Background: an optimization exercise with open tools, aiming at small area. Do not read the settings as production practice. Only simulation tests tie the RTL to the original design; equivalence was not proved. Power and IR drop assume default switching activity.

==> inputs of job 3822 <==
==> flow/design.v <==
package fqs_pkg;
   localparam int DEPTH  = 16;
   localparam int DATA_W = 32;
   localparam int POS_W  = $clog2(DEPTH);
   localparam int CNT_W  = $clog2(DEPTH + 1);
   localparam logic signed [DATA_W-1:0] NONE_VALUE = -1;
   typedef enum logic [2:0] {
      CMD_ENQUEUE = 3'd0,
      CMD_DEQUEUE = 3'd1,
      CMD_FIND    = 3'd2,
      CMD_READ    = 3'd3,
      CMD_CLEAR   = 3'd4
   } cmd_type;
   typedef enum logic [2:0] {
      ST_OK        = 3'd0,
      ST_EMPTY     = 3'd1,
      ST_NOT_FOUND = 3'd2,
      ST_RANGE     = 3'd3,
      ST_FULL      = 3'd4
   } status_type;
   typedef struct packed {
      logic shift;
      logic load;
   } cell_ctrl_type;
endpackage
module fqs_cell (
   input  logic                                clock,
   input  logic                                shift,
   input  logic signed [fqs_pkg::DATA_W-1:0]   shift_value,
   input  logic signed [fqs_pkg::DATA_W-1:0]   key,
   output logic signed [fqs_pkg::DATA_W-1:0]   value,
   output logic                                hit
);
   logic signed [fqs_pkg::DATA_W-1:0] value_ff;
   always_ff @(posedge clock) begin
      if (shift) begin
         value_ff <= shift_value;
      end
   end
   assign value = value_ff;
   assign hit   = (value_ff == key);
endmodule
module fifo_queue_with_search_core (
   input  logic                clock,
   input  logic                reset,
   input  logic                req_valid,
   output logic                req_stall,
   input  logic [2:0]          req_command,
   input  logic signed [31:0]  req_item_value,
   input  logic [4:0]          req_position,
   output logic                rsp_valid,
   input  logic                rsp_stall,
   output logic [2:0]          rsp_status,
   output logic signed [31:0]  rsp_read_value,
   output logic [3:0]          rsp_found_position,
   output logic [4:0]          rsp_entry_count,
   output logic                rsp_is_empty_flag
);
   localparam int DEPTH = fqs_pkg::DEPTH;
   localparam int POS_W = fqs_pkg::POS_W;
   localparam int CNT_W = fqs_pkg::CNT_W;
   logic                               accept;
   logic [CNT_W-1:0]                   count_ff;
   logic [CNT_W-1:0]                   count_in;
   logic [POS_W-1:0]                   last;
   logic                               enq_ok;
   logic                               is_empty;
   logic                               is_full;
   logic signed [fqs_pkg::DATA_W-1:0]  cell_value [DEPTH];
   logic [DEPTH-1:0]                   cell_hit;
   logic [DEPTH-1:0]                   live_hit;
   logic [POS_W-1:0]                   found_slot;
   logic                               rsp_valid_ff;
   logic                               rsp_valid_in;
   fqs_pkg::status_type                status_ff;
   fqs_pkg::status_type                status_in;
   logic [POS_W-1:0]                   rd_slot_ff;
   logic [POS_W-1:0]                   rd_slot_in;
   logic                               rd_none_ff;
   logic                               rd_none_in;
   logic [POS_W-1:0]                   found_ff;
   logic [POS_W-1:0]                   found_in;
   logic                               found_hit;
   assign req_stall = rsp_valid_ff & rsp_stall;
   assign accept    = req_valid & ~req_stall;
   assign is_empty  = (count_ff == '0);
   assign is_full   = count_ff[CNT_W-1];
   assign last      = count_ff[POS_W-1:0] - POS_W'(1);
   genvar gi;
   generate
      for (gi = 0; gi < DEPTH; gi++) begin : g_cell
         localparam logic [CNT_W-1:0] IDX = gi;
         logic signed [fqs_pkg::DATA_W-1:0] below;
         if (gi == 0) begin : g_first
            assign below = req_item_value;
         end else begin : g_rest
            assign below = cell_value[gi-1];
         end
         assign live_hit[gi] = cell_hit[gi] & (IDX < count_ff);
         fqs_cell u_cell (
            .clock       (clock),
            .shift       (enq_ok),
            .shift_value (below),
            .key         (req_item_value),
            .value       (cell_value[gi]),
            .hit         (cell_hit[gi])
         );
      end
   endgenerate
   always_comb begin
      logic [7:0] h8;
      logic [3:0] h4;
      logic [1:0] h2;
      found_slot[3] = |live_hit[15:8];
      h8            = found_slot[3] ? live_hit[15:8] : live_hit[7:0];
      found_slot[2] = |h8[7:4];
      h4            = found_slot[2] ? h8[7:4] : h8[3:0];
      found_slot[1] = |h4[3:2];
      h2            = found_slot[1] ? h4[3:2] : h4[1:0];
      found_slot[0] = h2[1];
   end
   always_comb begin
      enq_ok     = 1'b0;
      count_in   = count_ff;
      status_in  = fqs_pkg::ST_OK;
      found_hit  = 1'b0;
      rd_slot_in = last;
      rd_none_in = is_empty;
      if (accept) begin
         unique case (req_command)
            fqs_pkg::CMD_ENQUEUE: begin
               if (is_full) begin
                  status_in = fqs_pkg::ST_FULL;
               end else begin
                  enq_ok     = 1'b1;
                  count_in   = count_ff + CNT_W'(1);
                  rd_slot_in = count_ff[POS_W-1:0];
               end
            end
            fqs_pkg::CMD_DEQUEUE: begin
               if (is_empty) begin
                  status_in = fqs_pkg::ST_EMPTY;
               end else begin
                  count_in = count_ff - CNT_W'(1);
               end
            end
            fqs_pkg::CMD_FIND: begin
               if (|live_hit) begin
                  found_hit = 1'b1;
               end else begin
                  status_in = fqs_pkg::ST_NOT_FOUND;
               end
            end
            fqs_pkg::CMD_READ: begin
               rd_slot_in = last - req_position[POS_W-1:0];
               if (CNT_W'(req_position) >= count_ff) begin
                  status_in  = fqs_pkg::ST_RANGE;
                  rd_none_in = 1'b1;
               end
            end
            fqs_pkg::CMD_CLEAR: begin
               count_in = '0;
            end
            default: begin
            end
         endcase
      end
      found_in = found_hit ? ~found_slot : POS_W'(0) - count_in[POS_W-1:0];
   end
   always_comb begin
      priority if (accept) begin
         rsp_valid_in = 1'b1;
      end else if (rsp_stall) begin
         rsp_valid_in = rsp_valid_ff;
      end else begin
         rsp_valid_in = 1'b0;
      end
   end
   always_ff @(posedge clock) begin
      if (reset) begin
         count_ff     <= '0;
         rsp_valid_ff <= 1'b0;
      end else begin
         count_ff     <= count_in;
         rsp_valid_ff <= rsp_valid_in;
      end
   end
   always_ff @(posedge clock) begin
      if (accept) begin
         status_ff  <= status_in;
         rd_slot_ff <= rd_slot_in;
         rd_none_ff <= rd_none_in;
         found_ff   <= found_in;
      end
   end
   assign rsp_valid          = rsp_valid_ff;
   assign rsp_status         = status_ff;
   assign rsp_read_value     = rd_none_ff ? fqs_pkg::NONE_VALUE : cell_value[rd_slot_ff];
   assign rsp_found_position = count_ff[POS_W-1:0] + found_ff;
   assign rsp_entry_count    = count_ff;
   assign rsp_is_empty_flag  = is_empty;
endmodule
==> flow/flow/run.sh <==
#!/bin/bash
# Layout flow: the standard ORFS flow (standard.sh), with these changes:
#  - the input and output ports are buffered with plain buf cells (buf_2 on
#    inputs, buf_1 on outputs) instead of the delay buffer buffer_ports picks;
#  - the buffers ABC inserted are removed at floorplan, so repair_design
#    buffers the nets that need it after placement;
#  - repair_design after placement may not use the largest buffers;
#  - CTS adds no dummy loads to balance the clock tree.
# Every tool's output goes to the ORFS logs under orfs/logs, and make's own
# output to standard.log in this folder.
set -euo pipefail
FLOW_DIR=$(cd "$(dirname "$0")" && pwd)
export DONT_BUFFER_PORTS=1
export PRE_GLOBAL_PLACE_TCL=$FLOW_DIR/buffer_ports.tcl
export PRE_RESIZE_TCL=$FLOW_DIR/resize_cells.tcl
export REMOVE_ABC_BUFFERS=1
export CTS_ARGS="-sink_clustering_enable -repair_clock_nets -buf_list sky130_fd_sc_hd__clkbuf_16 -sink_clustering_size 30 -sink_clustering_max_diameter 70 -dont_use_dummy_load"
bash standard.sh > standard.log 2>&1
==> flow/flow/buffer_ports.tcl <==
# Buffer every input (but the clock) and every output port.
buffer_ports -inputs -buffer_cell sky130_fd_sc_hd__buf_2
buffer_ports -outputs -buffer_cell sky130_fd_sc_hd__buf_1
==> flow/flow/resize_cells.tcl <==
# Keep repair_design to small buffers.
set_dont_use {sky130_fd_sc_hd__buf_6 sky130_fd_sc_hd__buf_8 sky130_fd_sc_hd__buf_12 sky130_fd_sc_hd__buf_16 sky130_fd_sc_hd__bufbuf_8 sky130_fd_sc_hd__bufbuf_16 sky130_fd_sc_hd__bufinv_8 sky130_fd_sc_hd__bufinv_16 sky130_fd_sc_hd__clkbuf_8 sky130_fd_sc_hd__clkbuf_16}
==> flow/standard.sh <==
#!/bin/bash
# synth_recipe.tcl (not shown) runs the flow's synth.tcl, then flattens the netlist and writes it again
# the make line also repeats each setting of config.mk as NAME=value (left out here)
make -C /OpenROAD-flow-scripts/flow DESIGN_CONFIG=/design/flow/config.mk WORK_HOME=/design/flow/orfs CLKGATE_MAP_FILE= SYNTH_SCRIPT=/design/flow/synth_recipe.tcl "${@:-finish}"
==> flow/config.mk <==
export PLATFORM = sky130hd
export DESIGN_NAME = fifo_queue_with_search_core
export DESIGN_NICKNAME = fifo_queue_with_search_core
export VERILOG_FILES = /design/flow/design.v
export SDC_FILE = /design/flow/constraint.sdc
export NUM_CORES = 4
export LEC_CHECK = 0
export CAP_MARGIN = 20
export CORE_MARGIN = 2
export CORE_UTILIZATION = 52
export GPL_TIMING_DRIVEN = 0
export SETUP_SLACK_MARGIN = 0.3
export SLEW_MARGIN = 20
==> flow/constraint.sdc <==
create_clock -name core_clock -period 5.0 [get_ports {clock}]
set_input_delay 1.0000 -clock core_clock [delete_from_list [all_inputs] [get_ports {clock}]]
set_output_delay 1.0000 -clock core_clock [all_outputs]
set_load 0.01 [all_outputs]
==> inputs of job 7110, as changes to job 3822 <==
CORE_UTILIZATION = 45   (was 52)
PLACE_DENSITY = 0.8   (was unset)
==> run summary <==
- Sequential power is about the same in job 3822 and job 7110.
- Between job 7110 and job 3822, the lower total power is in job 7110 (gap 2.7%, measured against job 3822).
- Area after synthesis is the same in job 7110 and job 3822.
- In job 3822 the worst hold slack is better than in job 7110, by 12 ps.
- Of job 3822 and job 7110, job 3822 has the higher count of clock-buffer cells in the layout (gap 4).
- In job 7110 the critical path depth is lower than in job 3822, by 2.
- In synthesized cell count, job 3822 and job 7110 do not differ.
==> figures <==
Result of the run: job 3822 finished clean; job 7110 finished clean
Vias in the first global route: job 3822 17,500; job 7110 17,600
Core Area: job 3822 49,900 sq um; job 7110 57,600 sq um
Global routing usage on met3: job 3822 9.31%; job 7110 10.6%
Proportion of cell area occupied by multi-input gates: job 3822 34.0%; job 7110 34.1%
Total half-perimeter wirelength after legalization and detailed placement: job 3822 81.0 mm; job 7110 76.4 mm
Insertion delay to the later sink of the worst-skew pair: job 3822 610 ps; job 7110 660 ps
Sequential portion of the cell area: job 3822 56.0%; job 7110 56.0%
Final worst setup slack: job 3822 499 ps; job 7110 296 ps
Fraction of the core area covered by cells at the end of the flow: job 3822 56.8%; job 7110 49.1%
Met1 usage in global routing: job 3822 54.1%; job 7110 42.7%
TritonCTS Buffers: job 3822 35; job 7110 31
Post-route insts no fill: job 3822 2,727; job 7110 2,811
Clk pwr share: job 3822 31.7%; job 7110 29.9%
Net switching share of the total power: job 3822 26.1%; job 7110 25.9%
Wire length of the first global-routing pass: job 3822 142 mm; job 7110 137 mm

## port drivers added, routing unchanged
The results above use ideal ports. As a check the final layouts listed here were re-extracted and re-timed, cells and wires unchanged.
Step 1 (the two cells are an assumption about what drives the block):
set clk [get_ports {clock}]
set_driving_cell -lib_cell sky130_fd_sc_hd__clkbuf_16 $clk
set_driving_cell -lib_cell sky130_fd_sc_hd__buf_2 [delete_from_list [all_inputs] $clk]
Step 2 moves the port delays by t, midway between the first and last clock arrival at a register: inputs arrive t later, outputs are due t later. That takes back most of the time a late clock gives input paths.
a / b / c = no drivers / after step 1 / after step 2; a / b = the first two.
| run | shift t [ns] | setup WS [ns] | slew at the worst register clock pin (ns) |
|---|---|---|---|
| job 3822 | 0.634 | 0.499 / 0.437 / -0.051 | 0.11 / 0.11 |
| job 7110 | 0.688 | 0.296 / 0.230 / -0.098 | 0.12 / 0.12 |
Met with ideal ports but missed after step 2: setup timing in job 3822 and job 7110. The setup slack of job 3822, which loses most, moves by -0.062 ns with the drivers and by -0.550 ns with both steps.
